This is an optimization exercise on Yosys and OpenROAD, whose aim is small area, a short achievable clock period and few clock cycles, not a production implementation.
RTL that was checked went through simulation tests only; none was proved equivalent to the original.
Power is estimated from default activity; no workload was simulated.

==> 11-20: inputs <==
==> flow/design.v <==
`timescale 1ns / 1ps
package vrt_pkg;
  localparam logic [31:0] DIST_MAX = 32'hFFFF_FFFF;
  localparam logic [1:0] AXIS_X = 2'd0;
  localparam logic [1:0] AXIS_Y = 2'd1;
  localparam logic [1:0] AXIS_Z = 2'd2;
endpackage
`timescale 1ns / 1ps
module vrt_div (
  input  logic        clk_i,
  input  logic        load_i,
  input  logic        run_i,
  input  logic [15:0] rem_i,
  input  logic [30:0] quo_i,
  input  logic [15:0] den_i,
  output logic [30:0] quo_o
);
  logic [15:0] rem_q, x, nxt;
  logic [16:0] sum;
  logic [30:0] quo_q;
  always_comb begin
    x   = {rem_q[14:0], quo_q[30]};
    sum = {x, 1'b1} + {den_i ^ {16{!rem_q[15]}}, !rem_q[15]};
    nxt = sum[16:1];
  end
  always_ff @(posedge clk_i) begin
    rem_q <= load_i ? rem_i : nxt;
    if (load_i) begin
      quo_q <= quo_i;
    end else if (run_i) begin
      quo_q <= {quo_q[29:0], !nxt[15]};
    end
  end
  assign quo_o = quo_q;
endmodule
`timescale 1ns / 1ps
module voxel_ray_traversal_top #(
  parameter int MAX_STEPS        = 64,
  parameter int ORIGIN_FRAC_BITS = 8,
  parameter int DIR_FRAC_BITS    = 14
) (
  input  logic               clk_i,
  input  logic               rst_ni,
  input  logic               in_valid_i,
  output logic               in_ready_o,
  input  logic signed [23:0] origin_x_i,
  input  logic signed [23:0] origin_y_i,
  input  logic signed [23:0] origin_z_i,
  input  logic signed [15:0] dir_x_i,
  input  logic signed [15:0] dir_y_i,
  input  logic signed [15:0] dir_z_i,
  input  logic [6:0]         step_count_i,
  output logic               out_valid_o,
  input  logic               out_ready_i,
  output logic signed [15:0] voxel_x_o,
  output logic signed [15:0] voxel_y_o,
  output logic signed [15:0] voxel_z_o,
  output logic [1:0]         normal_axis_o,
  output logic               normal_negative_o,
  output logic [6:0]         step_index_o,
  output logic               last_o
);
  logic        s_idle_q, s_prep1_q, s_prep2_q, s_run_q, s_done_q, s_wait_q;
  logic [6:0]  d_cnt7_q;          
  logic [15:0] den_q [3];         
  logic [15:0] vo_q [3];          
  logic [7:0]  lo_q [3];          
  logic        neg_q [3];         
  logic        zero_q [3];        
  logic [4:0]  it_q [3];          
  logic [8:0]  face_q [3];        
  logic [30:0] qmax [3];
  logic [30:0] qdel [3];
  logic [6:0]  d_n;
  logic        take, first_step, accept, run_end;
  assign in_ready_o = s_idle_q;
  assign accept     = s_idle_q && in_valid_i;
  assign d_n        = (d_cnt7_q > 7'(MAX_STEPS)) ? 7'(MAX_STEPS) : d_cnt7_q;
  logic [8:0]  face [3];
  logic [15:0] vinit [3];
  logic [15:0] dmag [3];
  logic [4:0]  skip [3];
  logic [46:0] shm [3];
  logic [46:0] shd [3];
  logic        it_end [3];
  always_comb begin
    run_end = 1'b1;
    for (int a = 0; a < 3; a++) begin
      logic [7:0]  g;
      logic [14:0] dm;
      logic        c, dz, dp, osign;
      osign = vo_q[a][15];
      dz    = (den_q[a] == 16'd0);
      dp    = !den_q[a][15] && !dz;
      dmag[a] = den_q[a][15] ? 16'(-den_q[a]) : den_q[a];
      g = {!lo_q[a][7], lo_q[a][6:0]};
      if (g == 8'd0) begin
        face[a] = (osign != dp) ? 9'd256 : 9'd0;
      end else begin
        face[a] = dp ? 9'd256 - {1'b0, g} : {1'b0, g};
      end
      c = osign ? (lo_q[a][7] && (lo_q[a][6:0] != 7'd0)) : lo_q[a][7];
      vinit[a] = vo_q[a] + 16'(c);
      dm = den_q[a][14:0] ^ {15{den_q[a][15]}};
      skip[a] = 5'd0;
      for (int b = 1; b < 15; b++) begin
        if (dm[b]) skip[a] = 5'(b);
      end
      shm[a] = {16'd0, face_q[a], 22'd0} << it_q[a][3:0];
      shd[a] = {16'd0, 1'b1, 30'd0} << it_q[a][3:0];
      it_end[a] = (it_q[a] <= 5'd1);
      run_end = run_end && it_end[a];
    end
  end
  logic [23:0] org_in [3];
  logic [15:0] dir_in [3];
  assign org_in[0] = origin_x_i;
  assign org_in[1] = origin_y_i;
  assign org_in[2] = origin_z_i;
  assign dir_in[0] = dir_x_i;
  assign dir_in[1] = dir_y_i;
  assign dir_in[2] = dir_z_i;
  always_ff @(posedge clk_i) begin
    if (s_idle_q) begin
      d_cnt7_q <= step_count_i;
      for (int a = 0; a < 3; a++) begin
        den_q[a] <= dir_in[a];
        vo_q[a]  <= org_in[a][23:8];
      end
    end else if (s_prep1_q) begin
      for (int a = 0; a < 3; a++) begin
        den_q[a]  <= dmag[a];
        vo_q[a]   <= vinit[a];
        zero_q[a] <= (den_q[a] == 16'd0);
        neg_q[a]  <= den_q[a][15] || (den_q[a] == 16'd0);
      end
    end
    for (int a = 0; a < 3; a++) begin
      lo_q[a]   <= org_in[a][7:0];
      face_q[a] <= face[a];
    end
    for (int a = 0; a < 3; a++) begin
      if (s_prep1_q) begin
        it_q[a] <= skip[a];
      end else if (s_prep2_q) begin
        it_q[a] <= zero_q[a] ? 5'd0 : 5'd31 - it_q[a];
      end else if (it_q[a] != 5'd0) begin
        it_q[a] <= it_q[a] - 5'd1;
      end
    end
  end
  for (genvar a = 0; a < 3; a++) begin : g_div
    logic run_a;
    assign run_a = s_run_q && (it_q[a] != 5'd0);
    vrt_div u_max (
      .clk_i (clk_i),
      .load_i(s_prep2_q),
      .run_i (run_a),
      .rem_i (shm[a][46:31]),
      .quo_i (shm[a][30:0]),
      .den_i (den_q[a]),
      .quo_o (qmax[a])
    );
    vrt_div u_del (
      .clk_i (clk_i),
      .load_i(s_prep2_q),
      .run_i (run_a),
      .rem_i (shd[a][46:31]),
      .quo_i (shd[a][30:0]),
      .den_i (den_q[a]),
      .quo_o (qdel[a])
    );
  end
  logic        w_act_q, w_first_q, w_prime_q;
  logic [6:0]  w_cnt_q;
  logic        w_neg_q [3];
  logic [31:0] tmax_q [3];
  logic [31:0] nxt_q [3];
  logic [30:0] tdel_q [3];
  logic        lt_xy_q, lt_xz_q, lt_yz_q;
  logic        out_valid_q;
  logic        step, w_end, last_now;
  logic [6:0]  k_now;
  logic        sel [3];
  logic [32:0] tsum [3];
  logic [31:0] tnext [3];
  logic [15:0] vbase [3];
  logic [15:0] vstay [3];
  logic [15:0] vmove [3];
  logic [15:0] vnew [3];
  logic [1:0]  ax;
  logic        c_xy, c_xz, c_yx, c_yz, c_zx, c_zy;
  always_comb begin
    step       = w_act_q && !w_prime_q && (!out_valid_q || out_ready_i);
    first_step = step && w_first_q;
    k_now      = w_first_q ? 7'd1 : step_index_o + 7'd1;
    last_now   = (k_now == w_cnt_q);
    w_end      = step && last_now;
    take       = s_done_q && (!w_act_q || w_end);
    sel[0] = lt_xy_q && lt_xz_q;
    sel[1] = !lt_xy_q && lt_yz_q;
    sel[2] = !sel[0] && !sel[1];
    ax     = sel[0] ? vrt_pkg::AXIS_X : sel[1] ? vrt_pkg::AXIS_Y : vrt_pkg::AXIS_Z;
    c_xy = nxt_q[0] < tmax_q[1];
    c_xz = nxt_q[0] < tmax_q[2];
    c_yx = tmax_q[0] < nxt_q[1];
    c_yz = nxt_q[1] < tmax_q[2];
    c_zx = tmax_q[0] < nxt_q[2];
    c_zy = tmax_q[1] < nxt_q[2];
    vbase[0] = voxel_x_o;
    vbase[1] = voxel_y_o;
    vbase[2] = voxel_z_o;
    for (int a = 0; a < 3; a++) begin
      tsum[a]  = {1'b0, nxt_q[a]} + {2'b00, tdel_q[a]};
      tnext[a] = tsum[a][31:0] | {32{tsum[a][32]}};
      vstay[a] = w_first_q ? vo_q[a] : vbase[a];
      vmove[a] = w_neg_q[a] ? vstay[a] - 16'd1 : vstay[a] + 16'd1;
      vnew[a]  = sel[a] ? vmove[a] : vstay[a];
    end
  end
  always_ff @(posedge clk_i) begin
    if (take) begin
      w_cnt_q <= d_n;
      for (int a = 0; a < 3; a++) begin
        w_neg_q[a] <= neg_q[a];
        tmax_q[a]  <= {1'b0, qmax[a]} | {32{zero_q[a]}};
        nxt_q[a]   <= {1'b0, qmax[a]} | {32{zero_q[a]}};
        tdel_q[a]  <= qdel[a];
      end
    end else if (w_prime_q) begin
      for (int a = 0; a < 3; a++) begin
        nxt_q[a] <= tnext[a];
      end
      lt_xy_q <= c_xy;
      lt_xz_q <= c_xz;
      lt_yz_q <= c_yz;
    end else if (step) begin
      for (int a = 0; a < 3; a++) begin
        if (sel[a]) begin
          tmax_q[a] <= nxt_q[a];
          nxt_q[a]  <= tnext[a];
        end
      end
      if (sel[0]) begin
        lt_xy_q <= c_xy;
        lt_xz_q <= c_xz;
      end else if (sel[1]) begin
        lt_xy_q <= c_yx;
        lt_yz_q <= c_yz;
      end else begin
        lt_xz_q <= c_zx;
        lt_yz_q <= c_zy;
      end
    end
    if (take) begin
      w_first_q <= 1'b1;
    end else if (step) begin
      w_first_q <= 1'b0;
    end
    if (step) begin
      voxel_x_o         <= vnew[0];
      voxel_y_o         <= vnew[1];
      voxel_z_o         <= vnew[2];
      normal_axis_o     <= ax;
      normal_negative_o <= !(sel[0] ? w_neg_q[0] : sel[1] ? w_neg_q[1] : w_neg_q[2]);
      step_index_o      <= k_now;
      last_o            <= last_now;
    end
  end
  always_ff @(posedge clk_i or negedge rst_ni) begin
    if (!rst_ni) begin
      s_idle_q    <= 1'b1;
      s_prep1_q   <= 1'b0;
      s_prep2_q   <= 1'b0;
      s_run_q     <= 1'b0;
      s_done_q    <= 1'b0;
      s_wait_q    <= 1'b0;
      w_act_q     <= 1'b0;
      w_prime_q   <= 1'b0;
      out_valid_q <= 1'b0;
    end else begin
      if (accept) begin
        s_idle_q  <= 1'b0;
        s_prep1_q <= 1'b1;
      end
      if (s_prep1_q) begin
        s_prep1_q <= 1'b0;
        if (d_n == 7'd0) begin
          s_idle_q <= 1'b1;
        end else begin
          s_prep2_q <= 1'b1;
        end
      end
      if (s_prep2_q) begin
        s_prep2_q <= 1'b0;
        s_run_q   <= 1'b1;
      end
      if (s_run_q && run_end) begin
        s_run_q  <= 1'b0;
        s_done_q <= 1'b1;
      end
      if (take) begin
        s_done_q <= 1'b0;
        s_wait_q <= 1'b1;
      end
      if (first_step) begin
        s_wait_q <= 1'b0;
        s_idle_q <= 1'b1;
      end
      if (take) begin
        w_act_q   <= 1'b1;
        w_prime_q <= 1'b1;
      end else begin
        w_prime_q <= 1'b0;
        if (w_end) begin
          w_act_q <= 1'b0;
        end
      end
      if (step) begin
        out_valid_q <= 1'b1;
      end else if (out_ready_i) begin
        out_valid_q <= 1'b0;
      end
    end
  end
  assign out_valid_o = out_valid_q;
endmodule
==> flow/run.sh <==
#!/bin/bash
# synth_recipe.tcl (not shown) runs the flow's synth.tcl, then flattens the netlist and writes it again
# the make line also repeats each setting of config.mk as NAME=value (left out here)
make -C /OpenROAD-flow-scripts/flow DESIGN_CONFIG=/design/flow/config.mk WORK_HOME=/design/flow/orfs CLKGATE_MAP_FILE= SYNTH_SCRIPT=/design/flow/synth_recipe.tcl finish
==> flow/config.mk <==
export PLATFORM = sky130hd
export DESIGN_NAME = voxel_ray_traversal_top
export DESIGN_NICKNAME = voxel_ray_traversal_top
export VERILOG_FILES = /design/flow/design.v
export SDC_FILE = /design/flow/constraint.sdc
export NUM_CORES = 4
export LEC_CHECK = 0
export CAP_MARGIN = 20
export CORE_MARGIN = 2
export CORE_UTILIZATION = 40
export SETUP_SLACK_MARGIN = 4.8
export SLEW_MARGIN = 20
==> flow/constraint.sdc <==
create_clock -name core_clock -period 8.0 [get_ports {clk_i}]
set_input_delay 1.6000 -clock core_clock [delete_from_list [all_inputs] [get_ports {clk_i}]]
set_output_delay 1.6000 -clock core_clock [all_outputs]
set_load 0.01 [all_outputs]
==> 10-10 (differences from 11-20) <==
==> flow/design.v, changed modules only <==
module vrt_div (
  input  logic        clk_i,
  input  logic        load_i,
  input  logic        run_i,
  input  logic [15:0] rem_i,
  input  logic [30:0] quo_i,
  input  logic [15:0] den_i,      
  input  logic        neg_i,      
  output logic [30:0] quo_o
);
  logic [15:0] rem_q, x, nxt;
  logic [16:0] sum;
  logic [30:0] quo_q;
  logic add;
  always_comb begin
    x   = {rem_q[14:0], quo_q[30]};
    add = rem_q[15] ^ neg_i;
    sum = {x, 1'b1} + {den_i ^ {16{!add}}, !add};
    nxt = sum[16:1];
  end
  always_ff @(posedge clk_i) begin
    rem_q <= load_i ? rem_i : nxt;
    if (load_i) begin
      quo_q <= quo_i;
    end else if (run_i) begin
      quo_q <= {quo_q[29:0], !nxt[15]};
    end
  end
  assign quo_o = quo_q;
endmodule
module voxel_ray_traversal_top #(
  parameter int MAX_STEPS        = 64,
  parameter int ORIGIN_FRAC_BITS = 8,
  parameter int DIR_FRAC_BITS    = 14
) (
  input  logic               clk_i,
  input  logic               rst_ni,
  input  logic               in_valid_i,
  output logic               in_ready_o,
  input  logic signed [23:0] origin_x_i,
  input  logic signed [23:0] origin_y_i,
  input  logic signed [23:0] origin_z_i,
  input  logic signed [15:0] dir_x_i,
  input  logic signed [15:0] dir_y_i,
  input  logic signed [15:0] dir_z_i,
  input  logic [6:0]         step_count_i,
  output logic               out_valid_o,
  input  logic               out_ready_i,
  output logic signed [15:0] voxel_x_o,
  output logic signed [15:0] voxel_y_o,
  output logic signed [15:0] voxel_z_o,
  output logic [1:0]         normal_axis_o,
  output logic               normal_negative_o,
  output logic [6:0]         step_index_o,
  output logic               last_o
);
  logic        s_idle_q, s_run_q, s_done_q, s_acc_q;
  logic [15:0] vo_q [3];          
  logic        dneg_q [3];        
  logic [4:0]  it_q [3];          
  logic [30:0] qmax [3];
  logic [30:0] qdel [3];
  logic        dzero [3];         
  logic [23:0] org_in [3];
  logic [15:0] dir_in [3];
  logic [6:0]  d_n;
  logic        take, first_step, accept, run_end, prep;
  logic        out_valid_q, w_act_q, w_first_q;
  assign org_in[0] = origin_x_i;
  assign org_in[1] = origin_y_i;
  assign org_in[2] = origin_z_i;
  assign dir_in[0] = dir_x_i;
  assign dir_in[1] = dir_y_i;
  assign dir_in[2] = dir_z_i;
  assign in_ready_o = s_acc_q || (s_done_q && !w_act_q);
  assign accept     = in_ready_o && in_valid_i;
  assign d_n        = (step_count_i > 7'(MAX_STEPS)) ? 7'(MAX_STEPS) : step_count_i;
  assign prep       = s_idle_q && (!(w_act_q && w_first_q) || !out_valid_q);
  logic [8:0]  face [3];
  logic [15:0] vinit [3];
  logic [4:0]  skip [3];
  logic [46:0] shm [3];
  logic [46:0] shd [3];
  logic        it_end [3];
  always_comb begin
    run_end = 1'b1;
    for (int a = 0; a < 3; a++) begin
      logic [7:0]  g;
      logic [14:0] dm;
      logic        c, dp, osign;
      osign    = org_in[a][23];
      dzero[a] = (dir_in[a] == 16'd0);
      dp       = !dir_in[a][15] && !dzero[a];
      g = {!org_in[a][7], org_in[a][6:0]};
      if (g == 8'd0) begin
        face[a] = (osign != dp) ? 9'd256 : 9'd0;
      end else begin
        face[a] = dp ? 9'd256 - {1'b0, g} : {1'b0, g};
      end
      c = osign ? (org_in[a][7] && (org_in[a][6:0] != 7'd0)) : org_in[a][7];
      vinit[a] = org_in[a][23:8] + 16'(c);
      dm = dir_in[a][14:0] ^ {15{dir_in[a][15]}};
      skip[a] = 5'd0;
      for (int b = 1; b < 15; b++) begin
        if (dm[b]) skip[a] = 5'(b);
      end
      shm[a] = {16'd0, face[a], 22'd0} << skip[a][3:0];
      shd[a] = {16'd0, 1'b1, 30'd0} << skip[a][3:0];
      it_end[a] = (it_q[a] <= 5'd1);
      run_end = run_end && it_end[a];
    end
  end
  always_ff @(posedge clk_i) begin
    for (int a = 0; a < 3; a++) begin
      if (prep) begin
        vo_q[a]   <= vinit[a];
        dneg_q[a] <= dir_in[a][15];
        it_q[a]   <= dzero[a] ? 5'd0 : 5'd31 - skip[a];
      end else if (it_q[a] != 5'd0) begin
        it_q[a] <= it_q[a] - 5'd1;
      end
    end
  end
  for (genvar a = 0; a < 3; a++) begin : g_div
    logic run_a;
    assign run_a = s_run_q && (it_q[a] != 5'd0);
    vrt_div u_max (
      .clk_i (clk_i),
      .load_i(prep),
      .run_i (run_a),
      .rem_i (shm[a][46:31]),
      .quo_i (shm[a][30:0]),
      .den_i (dir_in[a]),
      .neg_i (dneg_q[a]),
      .quo_o (qmax[a])
    );
    vrt_div u_del (
      .clk_i (clk_i),
      .load_i(prep),
      .run_i (run_a),
      .rem_i (shd[a][46:31]),
      .quo_i (shd[a][30:0]),
      .den_i (dir_in[a]),
      .neg_i (dneg_q[a]),
      .quo_o (qdel[a])
    );
  end
  logic [6:0]  w_cnt_q;
  logic        w_neg_q [3];
  logic [32:0] tmax_q [3];
  logic [30:0] tdel_q [3];
  logic        step, w_end, last_now;
  logic [6:0]  k_now;
  logic        lt_xy, lt_xz, lt_yz;
  logic        sel [3];
  logic [32:0] tsum [3];
  logic [32:0] tnext [3];
  logic [15:0] vbase [3];
  logic [15:0] vstay [3];
  logic [15:0] vmove [3];
  logic [15:0] vnew [3];
  logic [1:0]  ax;
  function automatic logic sat_lt(input logic [32:0] a, input logic [32:0] b);
    if (a[32]) begin
      sat_lt = 1'b0;
    end else if (b[32]) begin
      sat_lt = (a[31:0] != 32'hFFFF_FFFF);
    end else begin
      sat_lt = (a[31:0] < b[31:0]);
    end
  endfunction
  always_comb begin
    step       = w_act_q && (!out_valid_q || out_ready_i);
    first_step = step && w_first_q;
    k_now      = w_first_q ? 7'd1 : step_index_o + 7'd1;
    last_now   = (k_now == w_cnt_q);
    w_end      = step && last_now;
    take       = s_done_q && (!w_act_q || w_end);
    lt_xy  = sat_lt(tmax_q[0], tmax_q[1]);
    lt_xz  = sat_lt(tmax_q[0], tmax_q[2]);
    lt_yz  = sat_lt(tmax_q[1], tmax_q[2]);
    sel[0] = lt_xy && lt_xz;
    sel[1] = !lt_xy && lt_yz;
    sel[2] = !sel[0] && !sel[1];
    ax     = sel[0] ? vrt_pkg::AXIS_X : sel[1] ? vrt_pkg::AXIS_Y : vrt_pkg::AXIS_Z;
    vbase[0] = voxel_x_o;
    vbase[1] = voxel_y_o;
    vbase[2] = voxel_z_o;
    for (int a = 0; a < 3; a++) begin
      tsum[a]  = {1'b0, tmax_q[a][31:0]} + {2'b00, tdel_q[a]};
      tnext[a] = {tmax_q[a][32] || tsum[a][32], tsum[a][31:0]};
      vstay[a] = w_first_q ? vo_q[a] : vbase[a];
      vmove[a] = w_neg_q[a] ? vstay[a] - 16'd1 : vstay[a] + 16'd1;
      vnew[a]  = sel[a] ? vmove[a] : vstay[a];
    end
  end
  always_ff @(posedge clk_i) begin
    if (take) begin
      w_cnt_q <= d_n;
      for (int a = 0; a < 3; a++) begin
        w_neg_q[a] <= dir_in[a][15] || dzero[a];
        tmax_q[a]  <= {dzero[a], 1'b0, qmax[a]};
        tdel_q[a]  <= qdel[a];
      end
    end else if (step) begin
      for (int a = 0; a < 3; a++) begin
        if (sel[a]) tmax_q[a] <= tnext[a];
      end
    end
    if (take) begin
      w_first_q <= 1'b1;
    end else if (step) begin
      w_first_q <= 1'b0;
    end
    if (step) begin
      voxel_x_o         <= vnew[0];
      voxel_y_o         <= vnew[1];
      voxel_z_o         <= vnew[2];
      normal_axis_o     <= ax;
      normal_negative_o <= !(sel[0] ? w_neg_q[0] : sel[1] ? w_neg_q[1] : w_neg_q[2]);
      step_index_o      <= k_now;
      last_o            <= last_now;
    end
  end
  always_ff @(posedge clk_i or negedge rst_ni) begin
    if (!rst_ni) begin
      s_idle_q    <= 1'b1;
      s_run_q     <= 1'b0;
      s_done_q    <= 1'b0;
      s_acc_q     <= 1'b0;
      w_act_q     <= 1'b0;
      out_valid_q <= 1'b0;
    end else begin
      if (prep && in_valid_i) begin
        s_idle_q <= 1'b0;
        if (d_n == 7'd0) begin
          s_acc_q <= 1'b1;
        end else begin
          s_run_q <= 1'b1;
        end
      end
      if (s_run_q && run_end) begin
        s_run_q  <= 1'b0;
        s_done_q <= 1'b1;
      end
      if (take) begin
        s_done_q <= 1'b0;
      end
      if (take && !accept) begin
        s_acc_q <= 1'b1;
      end
      if (accept) begin
        s_acc_q  <= 1'b0;
        s_idle_q <= 1'b1;
      end
      if (take) begin
        w_act_q <= 1'b1;
      end else if (w_end) begin
        w_act_q <= 1'b0;
      end
      if (step) begin
        out_valid_q <= 1'b1;
      end else if (out_ready_i) begin
        out_valid_q <= 1'b0;
      end
    end
  end
  assign out_valid_o = out_valid_q;
endmodule
Settings changed: SETUP_SLACK_MARGIN 4.8 to 4.5.
==> impl_results.md <==
* Net count after synthesis at 4348
* Status: no timing/DRC/antenna violations
* Synth top area share at 38.8%
* Min-Delay Endpoint: tdel_q[2][8]$_DFFE_PP_
* Sw Share at 39.4%
* Largest net degree at the start of global routing at 90
* Pint at 0.0122 W
* Layout cell share with drive strength beyond 1 at 20.8%
* Met3 WL at 5150 µm
* Post-Route WL at 113000 µm
* Worst Setup Start Kind: input port
* Clock sinks at 616
* Fraction of registers with async set/reset at 0.974%
* Inverter count at 180
* Sequential Power at 0.00548 W
* Comb_multi_in at 2943
* Post-synth EDFFs at 510
The numbers above come from 10-10.

==> impl_results.md <==
* Sequential Power at 0.00646 W
* Post-Route WL at 147000 µm
* Pint at 0.0122 W
* Met3 WL at 7440 µm
* Largest net degree at the start of global routing at 176
* Status: no timing/DRC/antenna violations
* Sw Share at 36.4%
* DR top layer: met4
* Net count after synthesis at 5547
* Comb_multi_in at 3656
* Inverter count at 283
* Min-Delay Endpoint: w_neg_q[2]$_DFFE_PP_
* Worst Setup Start Kind: flop
* Synth top area share at 39.9%
* Post-synth EDFFs at 667
* Clock sinks at 823
The numbers above come from 11-20.

Testbench counts of 10-10, summed over its fixed seeds: cycles 43,688.
Only the layout flow was run in 11-20; the RTL was not checked for function there.

## re-timing with driven ports
How much do the figures lean on ideal ports? The routed layouts below were timed once more, with nothing changed but the port constraints. Step 1 assumes that a clkbuf_16 drives the clock port and a buf_2 every other input. Step 2 also shifts input and output timing later by t, the mid clock arrival at the registers, as if the neighbouring blocks saw the same clock. Three values: ideal, step 1, step 2; two values: the first two.
| run | shift t [ns] | slack for setup (ns) | hold slack, ns | worst slew at a driven data input, ns |
|---|---|---|---|---|
| 11-20 | 0.742 | 4.594 / 4.594 / 4.126 | 0.423 / 0.423 / 0.423 | 0.09 |
| 10-10 | 0.701 | 4.430 / 4.456 / 3.755 | 0.424 / 0.424 / 0.424 | 0.14 |
After both steps setup and hold are still met in every run listed. For 10-10, which loses most, drivers alone change the setup slack by +0.026 ns; drivers and shift together by -0.675 ns.
